Context: an optimization exercise on an open-source flow, tuned for small area and a short achievable clock period. The choices shown serve that exercise and are no tape-out recipe.
Where RTL was checked, it was by simulation tests only, not by an equivalence proof against the original.

==> job 7882: inputs <==
Design musb_mult_accum, start of the top module:
module musb_mult_accum #(
  parameter int WIDTH = 32
) (
  input  logic                 clk,
  input  logic                 rst,
  input  logic [WIDTH-1:0]     input_a,
  input  logic [WIDTH-1:0]     input_b,
  input  logic [2*WIDTH-1:0]   accum_in,
  input  logic                 signed_operation,
  input  logic [1:0]           op,
  input  logic                 enable_op,
  input  logic                 stall,
  input  logic                 flush,
  output logic [2*WIDTH-1:0]   mult_result,
  output logic                 active,
  output logic                 ready
);
  logic w_adv;
  assign w_adv = ~stall;
  logic        w_msub, w_acc_en;
  logic [33:0] w_b;
  logic [34:0] w_bx;
  logic [16:0] w_one, w_two, w_neg;
  logic [32:0] w_a;
  assign w_msub   = (op == 2'b10);
  assign w_acc_en = (op == 2'b01) | (op == 2'b10);
  assign w_a      = {signed_operation & input_a[31], input_a};
  assign w_b      = {{2{signed_operation & input_b[31]}}, input_b};
  assign w_bx     = {w_b, 1'b0};
  genvar gi;
  generate
    for (gi = 0; gi < 17; gi = gi + 1) begin : g_booth
      assign w_one[gi] = w_bx[2*gi+1] ^ w_bx[2*gi];
      assign w_two[gi] = (w_bx[2*gi+2] & ~w_bx[2*gi+1] & ~w_bx[2*gi]) |
                         (~w_bx[2*gi+2] & w_bx[2*gi+1] & w_bx[2*gi]);
      assign w_neg[gi] = w_bx[2*gi+2] ^ w_msub;
    end
  endgenerate
  logic [32:0] r1_a;
  logic [16:0] r1_one, r1_two, r1_neg;
  logic [63:0] r1_acc;
  always_ff @(posedge clk) begin
    if (w_adv) begin
      r1_a   <= w_a;
      r1_one <= w_one;
      r1_two <= w_two;
      r1_neg <= w_neg;
      r1_acc <= accum_in & {64{w_acc_en}};
    end
  end
  logic pp0_0, pp0_1, pp0_2, pp0_3, pp0_4, pp0_5, pp0_6, pp0_7, pp0_8, pp0_9, pp0_10, pp0_11;
  ...
clock: 8.0 ns
lec_check: 0
cap_margin: 20
core_margin: 2
core_utilization: 60
cts_buf_list: sky130_fd_sc_hd__clkbuf_8
cts_cluster_size: 30
setup_slack_margin: 4.8
slew_margin: 20
synth_hierarchical: 1
synth_minimum_keep_size: 0
run.sh (not shown) runs the stock make flow with config.mk's settings and CLKGATE_MAP_FILE= SYNTH_SCRIPT=/design/flow/synth_recipe.tcl, a recipe that flattens the netlist after the stock synthesis.
==> job 1660 (differences from job 7882) <==
--- a/flow/design.v
+++ b/flow/design.v
@@ -12,17 +12,17 @@
   input  logic                 enable_op,
   input  logic                 stall,
   input  logic                 flush,
   output logic [2*WIDTH-1:0]   mult_result,
   output logic                 active,
   output logic                 ready
 );
   logic w_adv;
-  assign w_adv = ~stall;
+  assign w_adv = ~stall & ~flush;
   logic        w_msub, w_acc_en;
   logic [33:0] w_b;
   logic [34:0] w_bx;
   logic [16:0] w_one, w_two, w_neg;
   logic [32:0] w_a;
   assign w_msub   = (op == 2'b10);
   assign w_acc_en = (op == 2'b01) | (op == 2'b10);
   assign w_a      = {signed_operation & input_a[31], input_a};
CORE_UTILIZATION = 40   (was 60)
CTS_BUF_LIST = default   (was sky130_fd_sc_hd__clkbuf_8)
CTS_CLUSTER_SIZE = default   (was 30)
SETUP_SLACK_MARGIN = default   (was 4.8)
==> qor summary <==
| quantity | job 7882 | job 1660 |
|---|---|---|
| Status | no timing/DRC/antenna violations | no timing/DRC/antenna violations |
| Complex-gate fraction of the synthesized area | 0.146 | 0.136 |
| Average wire per standard cell | 32.8 µm | 28.7 µm |
| CP Data Required Time | 8.45 ns | 8.43 ns |
| M2 GR Usage | 0.610 | 0.394 |
| Data buffer area share | 0.0892 | 0.0555 |
| Cells resized by post-CTS repair | 599 | 0 |
| Global-route wire length before repair | 227 mm | 221 mm |
| Count of buffers not belonging to the clock network in the layout | 387 | 291 |
| Number of fill cells | 5,131 | 10.3k |
| Share of the synthesized netlist area taken by xor and xnor gates | 0.144 | 0.146 |
| Total die area | 78,500 µm² | 115,000 µm² |
| Multi-input gate area in the final layout | 31,200 µm² | 27,600 µm² |
| Overall routed net length | 162 mm | 152 mm |
| Critical Path Sink | r2[137]$_DFFE_PN_ | r2[129]$_DFFE_PP_ |
| Synth Area in Adders | 0.255 | 0.260 |
Only the layout flow was run in job 7882; the RTL was not checked for function there.


==> inputs of trial 15 <==
Another version of the RTL of musb_mult_accum (not shown whole).
==> flow/config.mk <==
export PLATFORM = sky130hd
export DESIGN_NAME = musb_mult_accum
export DESIGN_NICKNAME = musb_mult_accum
export VERILOG_FILES = /design/flow/design.v
export SDC_FILE = /design/flow/constraint.sdc
export NUM_CORES = 4
export LEC_CHECK = 0
export CAP_MARGIN = 20
export CORE_MARGIN = 2
export CORE_UTILIZATION = 40
export SETUP_SLACK_MARGIN = 4.5
export SLEW_MARGIN = 20
export SYNTH_HIERARCHICAL = 1
export SYNTH_MINIMUM_KEEP_SIZE = 0
==> flow/constraint.sdc <==
create_clock -name core_clock -period 8.0 [get_ports {clk}]
set_input_delay 1.6000 -clock core_clock [delete_from_list [all_inputs] [get_ports {clk}]]
set_output_delay 1.6000 -clock core_clock [all_outputs]
set_load 0.01 [all_outputs]
==> inputs of trial 70, as changes to trial 15 <==
==> flow/flow/run.sh (new file) <==
#!/bin/bash
# The standard layout (the standard.sh, unchanged synthesis and steps), with
# one change: the buffer that placement puts on every input and output port is
# sky130_fd_sc_hd__buf_1 instead of the cell buffer_ports picks by default.
set -euo pipefail
export BUFFER_PORTS_ARGS="-buffer_cell sky130_fd_sc_hd__buf_1"
bash standard.sh > standard.log 2>&1
==> flow/standard.sh (new file) <==
#!/bin/bash
# synth_recipe.tcl (not shown) runs the flow's synth.tcl, then flattens the netlist and writes it again
# the make line also repeats each setting of config.mk as NAME=value (left out here)
make -C /OpenROAD-flow-scripts/flow DESIGN_CONFIG=/design/flow/config.mk WORK_HOME=/design/flow/orfs CLKGATE_MAP_FILE= SYNTH_SCRIPT=/design/flow/synth_recipe.tcl "${@:-finish}"
- CTS_CLUSTER_DIAMETER: unset -> 120
- CTS_CLUSTER_SIZE: unset -> 25
- TNS_END_PERCENT: unset -> 50
removed: flow/run.sh
==> inputs of build 81, as changes to trial 15 <==
==> flow/flow/run.sh (new file) <==
#!/bin/bash
# The standard layout (the standard.sh, unchanged synthesis and steps), with
# one change: the buffer that placement puts on every input and output port is
# sky130_fd_sc_hd__buf_1 instead of the cell buffer_ports picks by default.
set -euo pipefail
export BUFFER_PORTS_ARGS="-buffer_cell sky130_fd_sc_hd__buf_1"
bash standard.sh > standard.log 2>&1
==> flow/standard.sh (new file) <==
#!/bin/bash
# synth_recipe.tcl (not shown) runs the flow's synth.tcl, then flattens the netlist and writes it again
# the make line also repeats each setting of config.mk as NAME=value (left out here)
make -C /OpenROAD-flow-scripts/flow DESIGN_CONFIG=/design/flow/config.mk WORK_HOME=/design/flow/orfs CLKGATE_MAP_FILE= SYNTH_SCRIPT=/design/flow/synth_recipe.tcl "${@:-finish}"
- CTS_CLUSTER_DIAMETER: unset -> 120
- CTS_CLUSTER_SIZE: unset -> 25
removed: flow/run.sh
==> summary.txt <==
metric                                                                          trial 15                 trial 70                 build 81
Outcome                                                          complete, no violations  complete, no violations  complete, no violations
Setup WS post-layout                                                             4520 ps                  4400 ps                  4510 ps
Placement-stage worst setup slack                                                4170 ps                  3790 ps                  3790 ps
Met3 track demand over resource in global routing                                  8.95%                    7.72%                    7.62%
Proportion of cell area occupied by multi-input gates                              56.4%                    59.6%                    59.3%
Ratio of cells with drive above 1 in the final layout                              13.3%                    12.2%                    12.2%
Relative max-transition margin                                                     21.2%                    24.5%                    24.8%
Met1 track demand over resource in global routing                                  34.2%                    34.3%                    34.3%
Proportion of cell area occupied by registers                                      29.3%                    31.0%                    30.8%
Required time worst endpoint                                                     8320 ps                  8350 ps                  8340 ps
Length of routed met2 wiring                                                     58.3 mm                  58.9 mm                  59.0 mm
Startpoint of the tightest hold check path                                         r2[3]                    r2[0]                    r2[1]
Clock latency reported for the late side of the worst-skew pair                   640 ps                   650 ps                   650 ps


==> 03-27 <==
Another version of the RTL of musb_mult_accum (not shown whole).
Settings: LEC_CHECK=0, CAP_MARGIN=20, CORE_MARGIN=2, CORE_UTILIZATION=40, SETUP_SLACK_MARGIN=4.5, SLEW_MARGIN=20, SYNTH_HIERARCHICAL=1, SYNTH_MINIMUM_KEEP_SIZE=0; clock period 8.0 ns.
Stock flow here: none of the scripts above is used.
==> 08-02: changes against 03-27 <==
Settings changed: PLACE_DENSITY from default to 0.85.
==> impl_metrics.ini <==
[layout]
mostFrequentLayoutCells = xnor2_1 (580), fa_1 (544), edfxtp_1 (401), a22oi_1 (399), clkdlybuf4s50_1 (199)
drive_gt1_frac = 0.1339
multi_input_area_sq_mm = 0.02679
multi_input_area_share = 0.5692
n_antenna_cell = 1

[routing]
met2_length_microns = 59380
wl_met1_microns = 44130
wirelength_microns = 133400

[clocking]
post_cts_buffers = 4
clk_latency_ns = 0.64

[timing]
whs_ns = 0.4767

[outcome]
outcome = no timing/DRC/antenna violations

[global_routing]
grtUsageMet2 = 0.3669

[worst_setup_path]
r2r_end = r2[121]$_DFFE_PN_

[place]
place_inst = 4751
The numbers above come from 08-02.

==> impl_metrics.ini <==
[routing]
wl_met1_microns = 54880

[worst_setup_path]
r2r_end = r2[125]$_DFFE_PN_

[clocking]
post_cts_buffers = 0

[outcome]
outcome = no timing/DRC/antenna violations

[layout]
drive_gt1_frac = 0.1274

[timing]
whs_ns = 0.4715
The numbers above come from 03-27.

No functional check of the RTL was part of any run of this note.


==> inputs of v21 <==
RTL: one of the versions met above, not the one the previous note started from.
clock: 8.0 ns
lec_check: 0
cap_margin: 20
core_margin: 2
core_utilization: 40
cts_cluster_diameter: 120
cts_cluster_size: 25
setup_slack_margin: 4.55
slew_margin: 20
synth_hierarchical: 1
synth_minimum_keep_size: 0
standard.sh (not shown) runs the stock make flow with config.mk's settings and CLKGATE_MAP_FILE= SYNTH_SCRIPT=/design/flow/synth_recipe.tcl, a recipe that flattens the netlist after the stock synthesis.
==> flow/flow/run.sh <==
#!/bin/bash
# The standard layout (the standard.sh, unchanged synthesis and steps), with
# one change: the buffer that placement puts on every input and output port is
# sky130_fd_sc_hd__buf_1 instead of the cell buffer_ports picks by default.
set -euo pipefail
export BUFFER_PORTS_ARGS="-buffer_cell sky130_fd_sc_hd__buf_1"
bash standard.sh > standard.log 2>&1
==> v16 (differences from v21) <==
==> flow/run.sh (new file) <==
#!/bin/bash
# synth_recipe.tcl (not shown) runs the flow's synth.tcl, then flattens the netlist and writes it again
# the make line also repeats each setting of config.mk as NAME=value (left out here)
make -C /OpenROAD-flow-scripts/flow DESIGN_CONFIG=/design/flow/config.mk WORK_HOME=/design/flow/orfs CLKGATE_MAP_FILE= SYNTH_SCRIPT=/design/flow/synth_recipe.tcl finish
- SETUP_SLACK_MARGIN: 4.55 -> 4.5
removed: flow/flow/run.sh
removed: flow/standard.sh
==> out/summary.txt <==
most frequent cells in the layout: 580 x xnor2_1, 528 x fa_1, 401 x edfxtp_1
Data required, critical path: 8.38 ns
Worst path max stage delay: 0.58 ns
routability cong.: 0.934
clock network area share: 1.50%
FF-to-FF End: r2[132]
outcome: no timing/DRC/antenna violations
That was v21.
==> out/summary.txt <==
Worst path max stage delay: 0.56 ns
clock network area share: 1.45%
outcome: no timing/DRC/antenna violations
routability cong.: 0.872
most frequent cells in the layout: 578 x xnor2_1, 539 x fa_1, 401 x edfxtp_1
That was v16.


==> inputs of job 9658 <==
musb_mult_accum again, from the RTL that the note above started with.
==> flow/config.mk <==
export PLATFORM = sky130hd
export DESIGN_NAME = musb_mult_accum
export DESIGN_NICKNAME = musb_mult_accum
export VERILOG_FILES = /design/flow/design.v
export SDC_FILE = /design/flow/constraint.sdc
export NUM_CORES = 4
export LEC_CHECK = 0
export CAP_MARGIN = 20
export CORE_MARGIN = 2
export CORE_UTILIZATION = 40
export SETUP_SLACK_MARGIN = 4.5
export SLEW_MARGIN = 20
export SYNTH_HIERARCHICAL = 1
export SYNTH_MINIMUM_KEEP_SIZE = 0
==> flow/constraint.sdc <==
create_clock -name core_clock -period 8.0 [get_ports {clk}]
set_input_delay 1.6000 -clock core_clock [delete_from_list [all_inputs] [get_ports {clk}]]
set_output_delay 1.6000 -clock core_clock [all_outputs]
set_load 0.01 [all_outputs]
==> flow/flow/run.sh <==
#!/bin/bash
# The standard layout (the standard.sh, unchanged synthesis and steps), with
# one change: the buffer that placement puts on every input and output port is
# sky130_fd_sc_hd__buf_1 instead of the cell buffer_ports picks by default.
set -euo pipefail
export BUFFER_PORTS_ARGS="-buffer_cell sky130_fd_sc_hd__buf_1"
bash standard.sh > standard.log 2>&1
==> job 5514 (differences from job 9658) <==
==> flow/run.sh (new file) <==
#!/bin/bash
# synth_recipe.tcl (not shown) runs the flow's synth.tcl, then flattens the netlist and writes it again
# the make line also repeats each setting of config.mk as NAME=value (left out here)
make -C /OpenROAD-flow-scripts/flow DESIGN_CONFIG=/design/flow/config.mk WORK_HOME=/design/flow/orfs CLKGATE_MAP_FILE= SYNTH_SCRIPT=/design/flow/synth_recipe.tcl finish
Settings changed: SETUP_SLACK_MARGIN 4.5 to 4.6.
removed: flow/flow/run.sh
removed: flow/standard.sh
==> summary.txt <==
Between job 5514 and job 9658, the lower wire length is in job 5514 (gap 0.57%, measured against job 9658). Between job 5514 and job 9658, the lower sequential share of layout area is in job 5514 (gap 1.2 points). Die area is the same in job 5514 and job 9658. Against job 5514, the clock-buffer cell count of job 9658 is lower by 3. Register-to-register slack is about the same in job 5514 and job 9658. Against job 9658, the critical path depth of job 5514 is higher by 1. Fmax is about the same in job 9658 and job 5514. Global-route usage is about the same in job 9658 and job 5514.

## port drivers added, routing unchanged
In the flow no input, the clock included, has a driving cell. The finished layouts below were timed again as built, in two steps.
Step 1, drivers: a clkbuf_16 drives clk and a buf_2 each remaining input, both assumed.
Step 2 adds t to the input delays and takes it off the output delays; t is the mean of the earliest and latest rising clock arrival at the registers after step 1. Input paths then give back, and output paths get back, about the clock's delay inside the block.
Three values: ideal, step 1, step 2; two values: the first two.
run | t, ns | setup WS [ns] | hold WS [ns] | worst setup path at the end | latest minus earliest clock arrival (ns)
job 7882 | 0.789 | 4.576 / 4.537 / 4.432 | 0.425 / 0.425 / 0.425 | input to register | 0.062 / 0.062
job 1660 | 0.736 | 4.090 / 4.090 / 3.994 | 0.419 / 0.419 / 0.419 | input to register | 0.037 / 0.037
trial 15 | 0.688 | 4.524 / 4.489 / 4.267 | 0.421 / 0.421 / 0.421 | input to register | 0.035 / 0.035
trial 70 | 0.691 | 4.397 / 4.397 / 4.104 | 0.430 / 0.430 / 0.430 | input to register | 0.041 / 0.041
build 81 | 0.690 | 4.510 / 4.510 / 4.090 | 0.426 / 0.426 / 0.426 | input to register | 0.043 / 0.044
03-27 | 0.682 | 4.497 / 4.497 / 4.169 | 0.472 / 0.472 / 0.472 | input to register | 0.021 / 0.022
08-02 | 0.694 | 4.469 / 4.469 / 3.997 | 0.477 / 0.477 / 0.477 | input to register | 0.034 / 0.034
v21 | 0.690 | 4.569 / 4.569 / 4.492 | 0.426 / 0.426 / 0.426 | input to register | 0.042 / 0.042
v16 | 0.682 | 4.529 / 4.529 / 4.250 | 0.433 / 0.433 / 0.433 | input to register | 0.025 / 0.024
job 9658 | 0.681 | 4.534 / 4.534 / 4.411 | 0.420 / 0.420 / 0.420 | input to register | 0.018 / 0.017
job 5514 | 0.689 | 4.530 / 4.530 / 4.260 | 0.420 / 0.420 / 0.420 | input to register | 0.036 / 0.036
After both steps every run listed still meets setup and hold. The setup slack of 08-02, which loses most, moves by 0.000 ns with the drivers and by -0.472 ns with both steps.
